This design comes from an exercise in tuning for small area on the open sky130 flow, not from production work.
Only simulation tests tie the RTL to the original design; equivalence was not proved.
No activity file was given, so power comes from the tool's default toggle rates.

## main
==> module regfile_rdport, before the edit <==
module regfile_rdport #(
  parameter int unsigned DATA_W = regfile_pipe_pkg::DefDataW,
  parameter int unsigned NT     = 33,
  parameter int unsigned NS     = 2     
) (
  input  logic [NT-1:0]        t_an,
  input  logic [NT-1:0]        t_bn,
  input  logic [NT*DATA_W-1:0] t_dat,
  output logic [DATA_W-1:0]    data_d
);
  localparam int unsigned NG = 11;   
  localparam int unsigned SW = DATA_W / NS;
  logic [DATA_W-1:0] g_n [NG];
  for (genvar g = 0; g < int'(NG); g++) begin : g_grp
    for (genvar h = 0; h < int'(NS); h++) begin : g_slice
      logic [2:0] s;
      regfile_nor #(.W(3)) u_sel (
        .a_n (t_an[3*g +: 3]),
        .b_n (t_bn[3*g +: 3]),
        .y   (s)
      );
      regfile_aoi3 #(.W(SW)) u_aoi (
        .s   (s),
        .d0  (t_dat[(3*g)*DATA_W + h*SW +: SW]),
        .d1  (t_dat[(3*g+1)*DATA_W + h*SW +: SW]),
        .d2  (t_dat[(3*g+2)*DATA_W + h*SW +: SW]),
        .y_n (g_n[g][h*SW +: SW])
      );
    end
  end
  assign data_d = ~(g_n[0] & g_n[1] & g_n[2] & g_n[3]) |
                  ~(g_n[4] & g_n[5] & g_n[6] & g_n[7]) |
                  ~(g_n[8] & g_n[9] & g_n[10]);
endmodule
export LEC_CHECK = 0
export CAP_MARGIN = 10
export CORE_MARGIN = 2
export CORE_UTILIZATION = 65
export GPL_TIMING_DRIVEN = 0
export SLEW_MARGIN = 10
export SYNTH_HIERARCHICAL = 1
create_clock -name core_clock -period 5.0 [get_ports {clk}]
standard.sh (not shown) runs the stock make flow with config.mk's settings and CLKGATE_MAP_FILE= SYNTH_SCRIPT=/design/flow/synth_recipe.tcl, a recipe that flattens the netlist after the stock synthesis.
==> flow/flow/run.sh <==
#!/bin/bash
set -euo pipefail
bash standard.sh \
  "REMOVE_ABC_BUFFERS=1" \
  "BUFFER_PORTS_ARGS=-buffer_cell sky130_fd_sc_hd__buf_1" \
  "CTS_ARGS=-sink_clustering_enable -repair_clock_nets -dont_use_dummy_load -buf_list sky130_fd_sc_hd__clkbuf_16 -sink_clustering_size 25 -sink_clustering_max_diameter 80" \
  finish > flow_standard.log 2>&1
main: flow completed, timing, DRC and antenna clean
For the feature branch, these inputs were changed with respect to main:
--- a/flow/design.v
+++ b/flow/design.v
@@ -29,9 +29,9 @@
 endmodule
 module regfile_rdport #(
   parameter int unsigned DATA_W = regfile_pipe_pkg::DefDataW,
   parameter int unsigned NT     = 33,
-  parameter int unsigned NS     = 2     
+  parameter int unsigned NS     = 4     
 ) (
   input  logic [NT-1:0]        t_an,
   input  logic [NT-1:0]        t_bn,
   input  logic [NT*DATA_W-1:0] t_dat,
## What came out
Max synthesized area across main and the feature branch: the feature branch. Summary of the feature branch over main: initial antenna violation count dropped 9, growth of design area from synthesis to finish dropped 1.7 points. Relative to main, the final cell count measured on the feature branch has increased by a few percent. Compared with main, in the feature branch setup slack after layout dropped 460 ps; reported net switching power climbed about 0.4%; cell count after synthesis climbed 6.1%; number of buffers created by CTS dropped 2; setup slack of the worst register-to-register path dropped 560 ps. The fraction of power consumed by sequential logic of the feature branch exceeds that of main by 0.2 points.

---

The RTL this note starts from:
==> flow/design.v <==
package regfile_pipe_pkg;
  localparam int unsigned DefDataW = 32;
  localparam int unsigned DefAddrW = 5;
  localparam int unsigned DefNrd   = 2;
  typedef logic [DefAddrW-1:0] reg_idx_t;
  function automatic logic is_reg_zero(input reg_idx_t idx);
    is_reg_zero = (idx == '0);
  endfunction
endpackage
module regfile_aoi3 #(
  parameter int unsigned W = 16
) (
  input  logic [2:0]   s,
  input  logic [W-1:0] d0,
  input  logic [W-1:0] d1,
  input  logic [W-1:0] d2,
  output logic [W-1:0] y_n
);
  assign y_n = ~(({W{s[0]}} & d0) | ({W{s[1]}} & d1) | ({W{s[2]}} & d2));
endmodule
module regfile_nor #(
  parameter int unsigned W = 3
) (
  input  logic [W-1:0] a_n,
  input  logic [W-1:0] b_n,
  output logic [W-1:0] y
);
  assign y = ~(a_n | b_n);
endmodule
module regfile_rdport #(
  parameter int unsigned DATA_W = regfile_pipe_pkg::DefDataW,
  parameter int unsigned NT     = 33,
  parameter int unsigned NS     = 4     
) (
  input  logic [NT-1:0]        t_an,
  input  logic [NT-1:0]        t_bn,
  input  logic [NT*DATA_W-1:0] t_dat,
  output logic [DATA_W-1:0]    data_d
);
  localparam int unsigned NG = 11;   
  localparam int unsigned SW = DATA_W / NS;
  logic [DATA_W-1:0] g_n [NG];
  for (genvar g = 0; g < int'(NG); g++) begin : g_grp
    for (genvar h = 0; h < int'(NS); h++) begin : g_slice
      logic [2:0] s;
      regfile_nor #(.W(3)) u_sel (
        .a_n (t_an[3*g +: 3]),
        .b_n (t_bn[3*g +: 3]),
        .y   (s)
      );
      regfile_aoi3 #(.W(SW)) u_aoi (
        .s   (s),
        .d0  (t_dat[(3*g)*DATA_W + h*SW +: SW]),
        .d1  (t_dat[(3*g+1)*DATA_W + h*SW +: SW]),
        .d2  (t_dat[(3*g+2)*DATA_W + h*SW +: SW]),
        .y_n (g_n[g][h*SW +: SW])
      );
    end
  end
  assign data_d = ~(g_n[0] & g_n[1] & g_n[2] & g_n[3]) |
                  ~(g_n[4] & g_n[5] & g_n[6] & g_n[7]) |
                  ~(g_n[8] & g_n[9] & g_n[10]);
endmodule
module regfile_inv #(
  parameter int unsigned W = 32
) (
  input  logic [W-1:0] a,
  output logic [W-1:0] y
);
  assign y = ~a;
endmodule
module regfile_dec #(
  parameter int unsigned AW = 5
) (
  input  logic               en,
  input  logic [AW-1:0]      a,
  output logic [(1<<AW)-1:0] y_n
);
  for (genvar i = 0; i < (1 << AW); i++) begin : g_y
    assign y_n[i] = !(en && (a == AW'(i)));
  end
endmodule
module regfile_pipe #(
  parameter int unsigned       DATA_W    = regfile_pipe_pkg::DefDataW,
  parameter int unsigned       ADDR_W    = regfile_pipe_pkg::DefAddrW,
  parameter int unsigned       NRD       = regfile_pipe_pkg::DefNrd,
  parameter int unsigned       ZERO_REG  = 1,
  parameter logic [DATA_W-1:0] RESET_VAL = '0
) (
  input  logic                  clk,
  input  logic                  rst,
  input  logic [NRD-1:0]        rd_en,
  input  logic [NRD*ADDR_W-1:0] rd_addr,
  output logic [NRD*DATA_W-1:0] rd_data,
  output logic [NRD-1:0]        rd_valid,
  output logic [NRD-1:0]        rd_busy,
  input  logic                  wr_en,
  input  logic [ADDR_W-1:0]     wr_addr,
  input  logic [DATA_W-1:0]     wr_data,
  input  logic                  rsv_en,
  input  logic [ADDR_W-1:0]     rsv_addr,
  output logic                  busy_any
);
  localparam int unsigned DEPTH = 1 << ADDR_W;
  localparam int unsigned NT    = DEPTH + 1;
  logic [DATA_W-1:0]     regs_q [1:DEPTH-1];
  logic [DEPTH-1:0]      wsel;        
  logic [DEPTH-1:0]      vld_q;       
  logic [DEPTH-1:0]      busy_d, busy_q;
  logic                  busy_any_q;
  logic [DATA_W-1:0]     rdata_q [NRD];
  logic [NRD-1:0]        rvalid_q, rbusy_q;
  logic [DEPTH-1:0] wdec_n, sdec_n, ok_n;
  regfile_dec #(.AW(ADDR_W)) u_wdec (.en(wr_en),  .a(wr_addr),  .y_n(wdec_n));
  regfile_dec #(.AW(ADDR_W)) u_sdec (.en(rsv_en), .a(rsv_addr), .y_n(sdec_n));
  assign wsel = {~wdec_n[DEPTH-1:1], 1'b0};
  assign busy_d = {(busy_q[DEPTH-1:1] & wdec_n[DEPTH-1:1]) | ~sdec_n[DEPTH-1:1], 1'b0};
  assign ok_n = ~vld_q | ~wdec_n;
  always_ff @(posedge clk) begin
    if (rst) begin
      vld_q      <= '0;
      busy_q     <= '0;
      busy_any_q <= 1'b0;
    end else begin
      vld_q      <= vld_q | wsel;
      busy_q     <= busy_d;
      busy_any_q <= |busy_d;
    end
  end
  logic [DEPTH-1:0] wen_lo, wen_hi;
  regfile_inv #(.W(DEPTH)) u_wen_lo (.a(wdec_n), .y(wen_lo));
  regfile_inv #(.W(DEPTH)) u_wen_hi (.a(wdec_n), .y(wen_hi));
  always_ff @(posedge clk) begin
    for (int i = 1; i < int'(DEPTH); i++) begin
      if (wen_lo[i]) begin
        regs_q[i][DATA_W/2-1:0] <= wr_data[DATA_W/2-1:0];
      end
      if (wen_hi[i]) begin
        regs_q[i][DATA_W-1:DATA_W/2] <= wr_data[DATA_W-1:DATA_W/2];
      end
    end
  end
  for (genvar p = 0; p < int'(NRD); p++) begin : g_rdport
    logic [ADDR_W-1:0]    addr;
    logic                 act, hold;
    logic [DEPTH-1:0]     rdec_n;      
    logic [NT-1:0]        t_an, t_bn;
    logic [NT*DATA_W-1:0] t_dat;
    logic [DATA_W-1:0]    data_d;
    assign addr = rd_addr[p*ADDR_W +: ADDR_W];
    assign act  = rd_en[p] && !rst;
    assign hold = !rd_en[p] && !rst;
    regfile_dec #(.AW(ADDR_W)) u_rdec (.en(act), .a(addr), .y_n(rdec_n));
    assign t_an[0] = !act;
    assign t_bn[0] = !(wr_en && (wr_addr == addr) && (addr != '0));
    assign t_dat[0 +: DATA_W] = wr_data;
    assign t_an[1] = rd_en[p];
    assign t_bn[1] = rst;
    assign t_dat[DATA_W +: DATA_W] = rdata_q[p];
    for (genvar i = 1; i < int'(DEPTH); i++) begin : g_sel
      assign t_an[i+1] = rdec_n[i];
      assign t_bn[i+1] = ok_n[i];
      assign t_dat[(i+1)*DATA_W +: DATA_W] = regs_q[i];
    end
    regfile_rdport #(
      .DATA_W (DATA_W),
      .NT     (NT)
    ) u_rdport (
      .t_an   (t_an),
      .t_bn   (t_bn),
      .t_dat  (t_dat),
      .data_d (data_d)
    );
    always_ff @(posedge clk) begin
      rdata_q[p]  <= data_d;
      rbusy_q[p]  <= |(~rdec_n & busy_d) || (hold && rbusy_q[p]);
      rvalid_q[p] <= act;
    end
    assign rd_data[p*DATA_W +: DATA_W] = rdata_q[p];
  end
  assign rd_valid = rvalid_q;
  assign rd_busy  = rbusy_q;
  assign busy_any = busy_any_q;
endmodule
==> flow/config.mk <==
export PLATFORM = sky130hd
export DESIGN_NAME = regfile_pipe
export DESIGN_NICKNAME = regfile_pipe
export VERILOG_FILES = /design/flow/design.v
export SDC_FILE = /design/flow/constraint.sdc
export NUM_CORES = 4
export LEC_CHECK = 0
export CAP_MARGIN = 10
export CORE_MARGIN = 2
export CORE_UTILIZATION = 72
export GPL_TIMING_DRIVEN = 0
export SLEW_MARGIN = 10
export SYNTH_HIERARCHICAL = 1
==> flow/constraint.sdc <==
create_clock -name core_clock -period 5.0 [get_ports {clk}]
set_input_delay 1.0000 -clock core_clock [delete_from_list [all_inputs] [get_ports {clk}]]
set_output_delay 1.0000 -clock core_clock [all_outputs]
set_load 0.01 [all_outputs]
Scripts as last shown in full above: flow/flow/run.sh
The starting point reached the layout checks and failed them: setup timing.
==> next run, changes <==
--- a/flow/design.v
+++ b/flow/design.v
@@ -28,11 +28,11 @@
   assign y = ~(a_n | b_n);
 endmodule
 module regfile_rdport #(
   parameter int unsigned DATA_W = regfile_pipe_pkg::DefDataW,
   parameter int unsigned NT     = 33,
-  parameter int unsigned NS     = 4     
+  parameter int unsigned NS     = 2     
 ) (
   input  logic [NT-1:0]        t_an,
   input  logic [NT-1:0]        t_bn,
   input  logic [NT*DATA_W-1:0] t_dat,
   output logic [DATA_W-1:0]    data_d
@@ -149,15 +149,15 @@
     logic [DATA_W-1:0]    data_d;
     assign addr = rd_addr[p*ADDR_W +: ADDR_W];
     assign act  = rd_en[p] && !rst;
     assign hold = !rd_en[p] && !rst;
     regfile_dec #(.AW(ADDR_W)) u_rdec (.en(act), .a(addr), .y_n(rdec_n));
-    assign t_an[0] = !act;
-    assign t_bn[0] = !(wr_en && (wr_addr == addr) && (addr != '0));
+    assign t_an[0] = !(act && wr_en && (wr_addr == addr) && (addr != '0));
+    assign t_bn[0] = 1'b0;
     assign t_dat[0 +: DATA_W] = wr_data;
-    assign t_an[1] = rd_en[p];
-    assign t_bn[1] = rst;
+    assign t_an[1] = !hold;
+    assign t_bn[1] = 1'b0;
     assign t_dat[DATA_W +: DATA_W] = rdata_q[p];
     for (genvar i = 1; i < int'(DEPTH); i++) begin : g_sel
       assign t_an[i+1] = rdec_n[i];
       assign t_bn[i+1] = ok_n[i];
       assign t_dat[(i+1)*DATA_W +: DATA_W] = regs_q[i];
After rerunning: The changed run completed with no timing, DRC or antenna violations. Design area went up slightly. Register-to-register slack gains 1.0 ns. Sequential power stays flat. Total power is about the same. Utilization came out higher by 0.62 points. Via count falls by a few percent. Setup slack gets better by 0.65 ns. Count of clock-buffer cells in the layout came out higher by 1. Area after synthesis barely changes. Global-route usage shrinks by 3.4 points. Die area hardly moves. Wire length drops by a few percent. Non-clock buffer count climbs by 33. Sequential share of layout area goes down by 0.43 points.

---

RTL: one of the versions met above, not the one the previous note started from.
Size: ~3000 cells after synthesis, about 130 I/O pins.
==> module regfile_dec, before the edit <==
module regfile_dec #(
  parameter int unsigned AW = 5
) (
  input  logic               en,
  input  logic [AW-1:0]      a,
  output logic [(1<<AW)-1:0] y_n
);
  for (genvar i = 0; i < (1 << AW); i++) begin : g_y
    assign y_n[i] = !(en && (a == AW'(i)));
  end
endmodule
==> module regfile_pipe, before the edit <==
module regfile_pipe #(
  parameter int unsigned       DATA_W    = regfile_pipe_pkg::DefDataW,
  parameter int unsigned       ADDR_W    = regfile_pipe_pkg::DefAddrW,
  parameter int unsigned       NRD       = regfile_pipe_pkg::DefNrd,
  parameter int unsigned       ZERO_REG  = 1,
  parameter logic [DATA_W-1:0] RESET_VAL = '0
) (
  input  logic                  clk,
  input  logic                  rst,
  input  logic [NRD-1:0]        rd_en,
  input  logic [NRD*ADDR_W-1:0] rd_addr,
  output logic [NRD*DATA_W-1:0] rd_data,
  output logic [NRD-1:0]        rd_valid,
  output logic [NRD-1:0]        rd_busy,
  input  logic                  wr_en,
  input  logic [ADDR_W-1:0]     wr_addr,
  input  logic [DATA_W-1:0]     wr_data,
  input  logic                  rsv_en,
  input  logic [ADDR_W-1:0]     rsv_addr,
  output logic                  busy_any
);
  localparam int unsigned DEPTH = 1 << ADDR_W;
  localparam int unsigned NT    = DEPTH + 1;
  logic [DATA_W-1:0]     regs_q [1:DEPTH-1];
  logic [DEPTH-1:0]      wsel;        
  logic [DEPTH-1:0]      vld_q;       
  logic [DEPTH-1:0]      busy_d, busy_q;
  logic                  busy_any_q;
  logic [DATA_W-1:0]     rdata_q [NRD];
  logic [NRD-1:0]        rvalid_q, rbusy_q;
  logic [DEPTH-1:0] wdec_n, sdec_n, ok_n;
  regfile_dec #(.AW(ADDR_W)) u_wdec (.en(wr_en),  .a(wr_addr),  .y_n(wdec_n));
  regfile_dec #(.AW(ADDR_W)) u_sdec (.en(rsv_en), .a(rsv_addr), .y_n(sdec_n));
  assign wsel = {~wdec_n[DEPTH-1:1], 1'b0};
  assign busy_d = {(busy_q[DEPTH-1:1] & wdec_n[DEPTH-1:1]) | ~sdec_n[DEPTH-1:1], 1'b0};
  assign ok_n = ~vld_q | ~wdec_n;
  always_ff @(posedge clk) begin
    if (rst) begin
      vld_q      <= '0;
      busy_q     <= '0;
      busy_any_q <= 1'b0;
    end else begin
      vld_q      <= vld_q | wsel;
      busy_q     <= busy_d;
      busy_any_q <= |busy_d;
    end
  end
  logic [DEPTH-1:0] wen_lo, wen_hi;
  regfile_inv #(.W(DEPTH)) u_wen_lo (.a(wdec_n), .y(wen_lo));
  regfile_inv #(.W(DEPTH)) u_wen_hi (.a(wdec_n), .y(wen_hi));
  always_ff @(posedge clk) begin
    for (int i = 1; i < int'(DEPTH); i++) begin
      if (wen_lo[i]) begin
        regs_q[i][DATA_W/2-1:0] <= wr_data[DATA_W/2-1:0];
      end
      if (wen_hi[i]) begin
        regs_q[i][DATA_W-1:DATA_W/2] <= wr_data[DATA_W-1:DATA_W/2];
      end
    end
  end
  for (genvar p = 0; p < int'(NRD); p++) begin : g_rdport
    logic [ADDR_W-1:0]    addr;
    logic                 act, hold;
    logic [DEPTH-1:0]     rdec_n;      
    logic [NT-1:0]        t_an, t_bn;
    logic [NT*DATA_W-1:0] t_dat;
    logic [DATA_W-1:0]    data_d;
    assign addr = rd_addr[p*ADDR_W +: ADDR_W];
    assign act  = rd_en[p] && !rst;
    assign hold = !rd_en[p] && !rst;
    regfile_dec #(.AW(ADDR_W)) u_rdec (.en(act), .a(addr), .y_n(rdec_n));
    assign t_an[0] = !(act && wr_en && (wr_addr == addr) && (addr != '0));
    assign t_bn[0] = 1'b0;
    assign t_dat[0 +: DATA_W] = wr_data;
    assign t_an[1] = !hold;
    assign t_bn[1] = 1'b0;
    assign t_dat[DATA_W +: DATA_W] = rdata_q[p];
    for (genvar i = 1; i < int'(DEPTH); i++) begin : g_sel
      assign t_an[i+1] = rdec_n[i];
      assign t_bn[i+1] = ok_n[i];
      assign t_dat[(i+1)*DATA_W +: DATA_W] = regs_q[i];
    end
    regfile_rdport #(
      .DATA_W (DATA_W),
      .NT     (NT)
    ) u_rdport (
      .t_an   (t_an),
      .t_bn   (t_bn),
      .t_dat  (t_dat),
      .data_d (data_d)
    );
    always_ff @(posedge clk) begin
      rdata_q[p]  <= data_d;
      rbusy_q[p]  <= |(~rdec_n & busy_d) || (hold && rbusy_q[p]);
      rvalid_q[p] <= act;
    end
    assign rd_data[p*DATA_W +: DATA_W] = rdata_q[p];
  end
  assign rd_valid = rvalid_q;
  assign rd_busy  = rbusy_q;
  assign busy_any = busy_any_q;
endmodule
export LEC_CHECK = 0
export CAP_MARGIN = 10
export CORE_MARGIN = 2
export CORE_UTILIZATION = 72
export GPL_TIMING_DRIVEN = 0
export SLEW_MARGIN = 10
export SYNTH_HIERARCHICAL = 1
create_clock -name core_clock -period 5.0 [get_ports {clk}]
Scripts as last shown in full above: flow/flow/run.sh
Next try:
--- a/flow/design.v
+++ b/flow/design.v
@@ -74,13 +74,52 @@
 ) (
   input  logic               en,
   input  logic [AW-1:0]      a,
   output logic [(1<<AW)-1:0] y_n
 );
+  localparam int unsigned NLO = 4;
+  localparam int unsigned NHI = 1 << (AW - 2);
+  logic [NLO-1:0]          lo;
+  logic [NHI-1:0]          hi;
+  logic [(1<<AW)-1:0]      lo_x, hi_x;
+  regfile_pre_en #(.AW(2)) u_lo (.en(en), .a(a[1:0]), .y(lo));
+  regfile_pre #(.AW(AW - 2)) u_hi (.a(a[AW-1:2]), .y(hi));
+  for (genvar i = 0; i < (1 << AW); i++) begin : g_x
+    assign lo_x[i] = lo[i % NLO];
+    assign hi_x[i] = hi[i / NLO];
+  end
+  regfile_nand #(.W(1 << AW)) u_y (.a(lo_x), .b(hi_x), .y(y_n));
+endmodule
+module regfile_pre_en #(
+  parameter int unsigned AW = 2
+) (
+  input  logic               en,
+  input  logic [AW-1:0]      a,
+  output logic [(1<<AW)-1:0] y
+);
   for (genvar i = 0; i < (1 << AW); i++) begin : g_y
-    assign y_n[i] = !(en && (a == AW'(i)));
-  end
+    assign y[i] = en && (a == AW'(i));
+  end
+endmodule
+module regfile_pre #(
+  parameter int unsigned AW = 3
+) (
+  input  logic [AW-1:0]      a,
+  output logic [(1<<AW)-1:0] y
+);
+  for (genvar i = 0; i < (1 << AW); i++) begin : g_y
+    assign y[i] = (a == AW'(i));
+  end
+endmodule
+module regfile_nand #(
+  parameter int unsigned W = 32
+) (
+  input  logic [W-1:0] a,
+  input  logic [W-1:0] b,
+  output logic [W-1:0] y
+);
+  assign y = ~(a & b);
 endmodule
 module regfile_pipe #(
   parameter int unsigned       DATA_W    = regfile_pipe_pkg::DefDataW,
   parameter int unsigned       ADDR_W    = regfile_pipe_pkg::DefAddrW,
   parameter int unsigned       NRD       = regfile_pipe_pkg::DefNrd,
@@ -149,15 +188,15 @@
     logic [DATA_W-1:0]    data_d;
     assign addr = rd_addr[p*ADDR_W +: ADDR_W];
     assign act  = rd_en[p] && !rst;
     assign hold = !rd_en[p] && !rst;
     regfile_dec #(.AW(ADDR_W)) u_rdec (.en(act), .a(addr), .y_n(rdec_n));
-    assign t_an[0] = !(act && wr_en && (wr_addr == addr) && (addr != '0));
-    assign t_bn[0] = 1'b0;
+    assign t_an[0] = !act;
+    assign t_bn[0] = !(wr_en && (wr_addr == addr) && (addr != '0));
     assign t_dat[0 +: DATA_W] = wr_data;
-    assign t_an[1] = !hold;
-    assign t_bn[1] = 1'b0;
+    assign t_an[1] = rd_en[p];
+    assign t_bn[1] = rst;
     assign t_dat[DATA_W +: DATA_W] = rdata_q[p];
     for (genvar i = 1; i < int'(DEPTH); i++) begin : g_sel
       assign t_an[i+1] = rdec_n[i];
       assign t_bn[i+1] = ok_n[i];
       assign t_dat[(i+1)*DATA_W +: DATA_W] = regs_q[i];
Effect:
- Now the flow finished with setup timing left
- core utilization is lower by 0.17 points
- die area went down by 0.42%
- wire length fell by 1.6%
- cell area came out lower by 0.41%
- final cell count falls by 0.34%
- via count falls by 0.54%
- count of clock-buffer cells in the layout stays the same
- setup slack got worse by 1100 ps
- power barely changes
- fmax decreases by 20%
- first-iteration DRC count barely changes

==> separate check: timing with driven ports <==
Ports are ideal in the flow. The routed layouts listed here were re-timed in OpenROAD. Step 1, drivers: a clkbuf_16 drives clk and a buf_2 each remaining input, both assumed. Step 2 times the ports against the registers' clock, not the clock port: input delays grow and output delays shrink by t, the midpoint of the rising clock arrivals with the driver on. a / b / c = ideal ports / drivers / drivers and shift; a / b = the first two.
run | t, ns | setup WS [ns] | latest minus earliest clock arrival (ns)
main | 0.691 | 0.701 / 0.718 / 0.027 | 0.077 / 0.078
the feature branch | 0.711 | 0.236 / 0.275 / -0.435 | 0.047 / 0.047
the first run of note 2 | 0.710 | -0.090 / -0.102 / -0.811 | 0.073 / 0.073
the second run of note 2 | 0.683 | 0.557 / 0.569 / -0.115 | 0.080 / 0.081
the first run of note 3 | 0.729 | 0.740 / 0.782 / 0.053 | 0.058 / 0.058
the second run of note 3 | 0.708 | -0.323 / -0.296 / -1.004 | 0.058 / 0.058
Met with ideal ports but missed after step 2: setup timing in the feature branch and the second run of note 2. For the first run of note 2, which loses most, drivers alone change the setup slack by -0.012 ns; drivers and shift together by -0.721 ns.
